This is an optimization exercise on Yosys and OpenROAD, whose aim is small area and a short achievable clock period, not a production implementation.
At most, simulation tests tie the RTL to the original design; equivalence was not proved.
Power is estimated from default activity; no workload was simulated.

==> module fifo_flags, before the edit <==
module fifo_flags #(
  parameter int WIDTH    = fifo_flags_pkg::DEFAULT_WIDTH,
  parameter int NUM      = fifo_flags_pkg::DEFAULT_NUM,
  parameter int AF_LEVEL = NUM - 4,
  parameter int AE_LEVEL = 4
) (
  input  logic                     clk,
  input  logic                     reset_n,
  input  logic [WIDTH-1:0]         write_data,
  input  logic                     write_strobe,
  input  logic                     read_strobe,
  output logic [WIDTH-1:0]         read_data,
  output logic                     data_available,
  output logic                     full,
  output logic                     almost_full,
  output logic                     almost_empty,
  output logic [fifo_flags_pkg::cnt_bits(NUM)-1:0] count,
  output logic                     overflow,
  output logic                     underflow,
  input  logic                     err_clear
);
  localparam int CW = fifo_flags_pkg::cnt_bits(NUM);
  localparam int PW = fifo_flags_pkg::ptr_bits(NUM);
  localparam int SD = NUM - 1;             
  localparam int HW = 1 << (PW / 2);       
  localparam int LW = 1 << (PW - PW / 2);  
  logic [WIDTH-1:0] sr [SD];
  logic [WIDTH-1:0] head;
  logic [WIDTH-1:0] pend;
  logic             pend_v;
  logic [HW-1:0]    ra_hi;
  logic [LW-1:0]    ra_lo;
  logic             sr_empty;    
  logic [CW-1:0] cnt_up, cnt_dn;
  logic c_m1, c_le_ae_m1, c_ae, c_ae_p1, c_af_m1, c_af, c_ge_af_p1;
  fifo_cnt_next #(.CW(CW), .NUM(NUM), .AF_LEVEL(AF_LEVEL), .AE_LEVEL(AE_LEVEL)) u_cnt (
    .count      (count),
    .up         (cnt_up),
    .dn         (cnt_dn),
    .c_m1       (c_m1),
    .c_le_ae_m1 (c_le_ae_m1),
    .c_ae       (c_ae),
    .c_ae_p1    (c_ae_p1),
    .c_af_m1    (c_af_m1),
    .c_af       (c_af),
    .c_ge_af_p1 (c_ge_af_p1)
  );
  logic c_0, c_1;
  assign c_0 = ~data_available;
  assign c_1 = data_available & sr_empty & ~pend_v;
  logic rd_acc, wr_acc, inc, dec;
  assign rd_acc = read_strobe & data_available;
  assign wr_acc = write_strobe & (~full | read_strobe);
  assign inc    = wr_acc & ~rd_acc;
  assign dec    = rd_acc & ~wr_acc;
  always_ff @(posedge clk) begin
    pend <= write_data;
    if (pend_v) begin
      sr[0] <= pend;
      for (int i = 1; i < SD; i++) sr[i] <= sr[i-1];
    end
  end
  logic [HW*LW-1:0] rsel;
  logic [WIDTH-1:0] sr_out_n;
  for (genvar i = 0; i < HW * LW; i++) begin : g_sel
    fifo_g_and2 u_dec (.a(ra_hi[i / LW]), .b(ra_lo[i % LW]), .y(rsel[i]));
  end
  for (genvar b = 0; b < WIDTH; b++) begin : g_bit
    logic [HW*LW-1:0] d;
    for (genvar i = 0; i < HW * LW; i++) begin : g_ent
      if (i < SD) begin : g_used
        assign d[i] = sr[i][b];
      end else begin : g_unused
        assign d[i] = 1'b0;
      end
    end
    fifo_ptr_wrap u_rd (.sel(rsel), .d(d), .yn(sr_out_n[b]));
  end
  logic             ld_wd, ld_sr, ld_p, head_en;
  logic [WIDTH-1:0] alt_n, head_d;
  assign ld_wd   = (c_0 & write_strobe) | (c_1 & read_strobe);
  assign ld_sr   = read_strobe & ~sr_empty;
  assign ld_p    = read_strobe & sr_empty & pend_v;
  assign head_en = ld_wd | ld_sr | ld_p;
  assign alt_n   = ~(ld_wd ? write_data : pend);
  for (genvar b = 0; b < WIDTH; b++) begin : g_head
    fifo_g_mux2i u_mux (.a0(alt_n[b]), .a1(sr_out_n[b]), .s(ld_sr), .y(head_d[b]));
  end
  always_ff @(posedge clk) begin
    if (head_en) head <= head_d;
  end
  assign read_data = head;
  always_ff @(posedge clk or negedge reset_n) begin
    if (!reset_n) begin
      pend_v   <= 1'b0;
      ra_hi    <= HW'(1) << (HW - 1);
      ra_lo    <= LW'(1) << (LW - 1);
      sr_empty <= 1'b1;
    end else begin
      pend_v <= write_strobe & data_available & (~full | read_strobe) & ~(read_strobe & c_1);
      if (pend_v & ~read_strobe) begin
        ra_lo    <= {ra_lo[LW-2:0], ra_lo[LW-1]};
        if (ra_lo[LW-1]) ra_hi <= {ra_hi[HW-2:0], ra_hi[HW-1]};
        sr_empty <= 1'b0;
      end else if (~pend_v & read_strobe & ~sr_empty) begin
        ra_lo    <= {ra_lo[0], ra_lo[LW-1:1]};
        if (ra_lo[0]) ra_hi <= {ra_hi[0], ra_hi[HW-1:1]};
        sr_empty <= ra_hi[0] & ra_lo[0];
      end
    end
  end
  always_ff @(posedge clk or negedge reset_n) begin
    if (!reset_n) begin
      count          <= '0;
      data_available <= 1'b0;
      full           <= 1'b0;
      almost_full    <= 1'b0;
      almost_empty   <= 1'b1;
    end else begin
      if (inc) count <= cnt_up;
      else if (dec) count <= cnt_dn;
      data_available <= ~(~write_strobe & (c_0 | (c_1 & read_strobe)));
      full           <= (full & ~dec) | (c_m1 & inc);
      almost_full    <= c_ge_af_p1 | (c_af & ~dec) | (c_af_m1 & inc);
      almost_empty   <= c_le_ae_m1 | (c_ae & ~inc) | (c_ae_p1 & dec);
    end
  end
  always_ff @(posedge clk or negedge reset_n) begin
    if (!reset_n) begin
      overflow  <= 1'b0;
      underflow <= 1'b0;
    end else if (err_clear) begin
      overflow  <= 1'b0;
      underflow <= 1'b0;
    end else begin
      if (write_strobe & ~wr_acc) overflow  <= 1'b1;
      if (read_strobe & ~rd_acc)  underflow <= 1'b1;
    end
  end
endmodule
Settings: LEC_CHECK=0, ABC_CLOCK_PERIOD_IN_PS=2000, CAP_MARGIN=20, CORE_MARGIN=2, CORE_UTILIZATION=50, CTS_CLUSTER_DIAMETER=100, CTS_CLUSTER_SIZE=30, SETUP_SLACK_MARGIN=3.2, SLEW_MARGIN=20, SYNTH_HIERARCHICAL=1, TNS_END_PERCENT=5; clock period 5.5 ns.
run.sh (not shown) runs the stock make flow with config.mk's settings and CLKGATE_MAP_FILE= SYNTH_SCRIPT=/design/flow/synth_recipe.tcl, a recipe that flattens the netlist after the stock synthesis.
Edit:
--- a/flow/design.v
+++ b/flow/design.v
@@ -92,6 +92,24 @@
   assign c_af_m1    = (count == CW'(AF_LEVEL - 1));
   assign c_af       = (count == CW'(AF_LEVEL));
   assign c_ge_af_p1 = (count >= CW'(AF_LEVEL + 1));
+endmodule
+module fifo_pv_next (
+  input  logic write_strobe,
+  input  logic read_strobe,
+  input  logic data_available,
+  input  logic full,
+  input  logic c_1,
+  output logic pv_next
+);
+  assign pv_next = write_strobe & data_available & (~full | read_strobe) & ~(read_strobe & c_1);
+endmodule
+module fifo_head_next (
+  input  logic sr_n,
+  input  logic alt,
+  input  logic ld_sr,
+  output logic y
+);
+  assign y = ld_sr ? ~sr_n : alt;
 endmodule
 module fifo_flags #(
   parameter int WIDTH    = fifo_flags_pkg::DEFAULT_WIDTH,
@@ -123,6 +141,9 @@
   logic [WIDTH-1:0] head;
   logic [WIDTH-1:0] pend;
   logic             pend_v;
+  localparam int NEN = 2 * WIDTH;           
+  localparam int SEG = (SD + 1) / 2;        
+  logic [NEN-1:0]   sr_en;
   logic [HW-1:0]    ra_hi;
   logic [LW-1:0]    ra_lo;
   logic             sr_empty;    
@@ -150,9 +171,11 @@
   assign dec    = rd_acc & ~wr_acc;
   always_ff @(posedge clk) begin
     pend <= write_data;
-    if (pend_v) begin
-      sr[0] <= pend;
-      for (int i = 1; i < SD; i++) sr[i] <= sr[i-1];
+    for (int b = 0; b < WIDTH; b++) begin
+      if (sr_en[2*b]) sr[0][b] <= pend[b];
+      for (int i = 1; i < SD; i++) begin
+        if (sr_en[2*b + i / SEG]) sr[i][b] <= sr[i-1][b];
+      end
     end
   end
   logic [HW*LW-1:0] rsel;
@@ -171,28 +194,40 @@
     end
     fifo_ptr_wrap u_rd (.sel(rsel), .d(d), .yn(sr_out_n[b]));
   end
-  logic             ld_wd, ld_sr, ld_p, head_en;
-  logic [WIDTH-1:0] alt_n, head_d;
+  logic             ld_wd, ld_sr, ld_p;
+  logic [WIDTH-1:0] alt, head_d;
   assign ld_wd   = (c_0 & write_strobe) | (c_1 & read_strobe);
   assign ld_sr   = read_strobe & ~sr_empty;
   assign ld_p    = read_strobe & sr_empty & pend_v;
-  assign head_en = ld_wd | ld_sr | ld_p;
-  assign alt_n   = ~(ld_wd ? write_data : pend);
+  assign alt     = ld_wd ? write_data : (ld_p ? pend : head);
   for (genvar b = 0; b < WIDTH; b++) begin : g_head
-    fifo_g_mux2i u_mux (.a0(alt_n[b]), .a1(sr_out_n[b]), .s(ld_sr), .y(head_d[b]));
+    fifo_head_next u_mux (.sr_n(sr_out_n[b]), .alt(alt[b]), .ld_sr(ld_sr), .y(head_d[b]));
   end
   always_ff @(posedge clk) begin
-    if (head_en) head <= head_d;
+    head <= head_d;
   end
   assign read_data = head;
+  logic [NEN:0] pv_next;
+  for (genvar k = 0; k <= NEN; k++) begin : g_pv
+    fifo_pv_next u_pv (
+      .write_strobe   (write_strobe),
+      .read_strobe    (read_strobe),
+      .data_available (data_available),
+      .full           (full),
+      .c_1            (c_1),
+      .pv_next        (pv_next[k])
+    );
+  end
   always_ff @(posedge clk or negedge reset_n) begin
     if (!reset_n) begin
       pend_v   <= 1'b0;
+      sr_en    <= '0;
       ra_hi    <= HW'(1) << (HW - 1);
       ra_lo    <= LW'(1) << (LW - 1);
       sr_empty <= 1'b1;
     end else begin
-      pend_v <= write_strobe & data_available & (~full | read_strobe) & ~(read_strobe & c_1);
+      pend_v <= pv_next[NEN];
+      sr_en  <= pv_next[NEN-1:0];
       if (pend_v & ~read_strobe) begin
         ra_lo    <= {ra_lo[LW-2:0], ra_lo[LW-1]};
         if (ra_lo[LW-1]) ra_hi <= {ra_hi[HW-2:0], ra_hi[HW-1]};
Result: The new run completed with no timing, DRC or antenna violations; clock skew fell by 0.037 ns; via count rose by 0.54%; maximum frequency rose by about 4.7%; wire length rose by about 3.4%; clock-buffer cell count fell by 8; die area rose by 0.86%; power fell by about 4.3%; cell area stays flat; global-route usage rose by 0.62 points; clock power rose by about 1%; utilization fell by 0.51 points; final cell count rose by 0.67%; setup slack improves by 0.12 ns; first-iteration DRC count fell by about 4.3%.
For the first run of this note, only the layout was checked, not whether the RTL still works.

[what the ideal ports hide]
Ports are ideal in the flow. The routed layouts listed here were re-timed in OpenROAD. Step 1 assumes that a clkbuf_16 drives the clock port and a buf_2 every other input. Step 2 adds t to the input delays and takes it off the output delays; t is the mean of the earliest and latest rising clock arrival at the registers after step 1. Input paths then give back, and output paths get back, about the clock's delay inside the block. a / b / c = no drivers / after step 1 / after step 2; a / b = the first two.
run	shift t [ns]	setup WS [ns]	worst setup path at the end	latest minus earliest clock arrival (ns)	worst slew at a driven data input, ns
the first run	0.791	2.921 / 2.921 / 2.378	input to register	0.074 / 0.075	0.04
the second run	0.792	3.037 / 2.968 / 2.369	input to register	0.034 / 0.034	0.04
After both steps setup and hold are still met in every run listed. The setup slack of the second run, which loses most, moves by -0.069 ns with the drivers and by -0.668 ns with both steps.
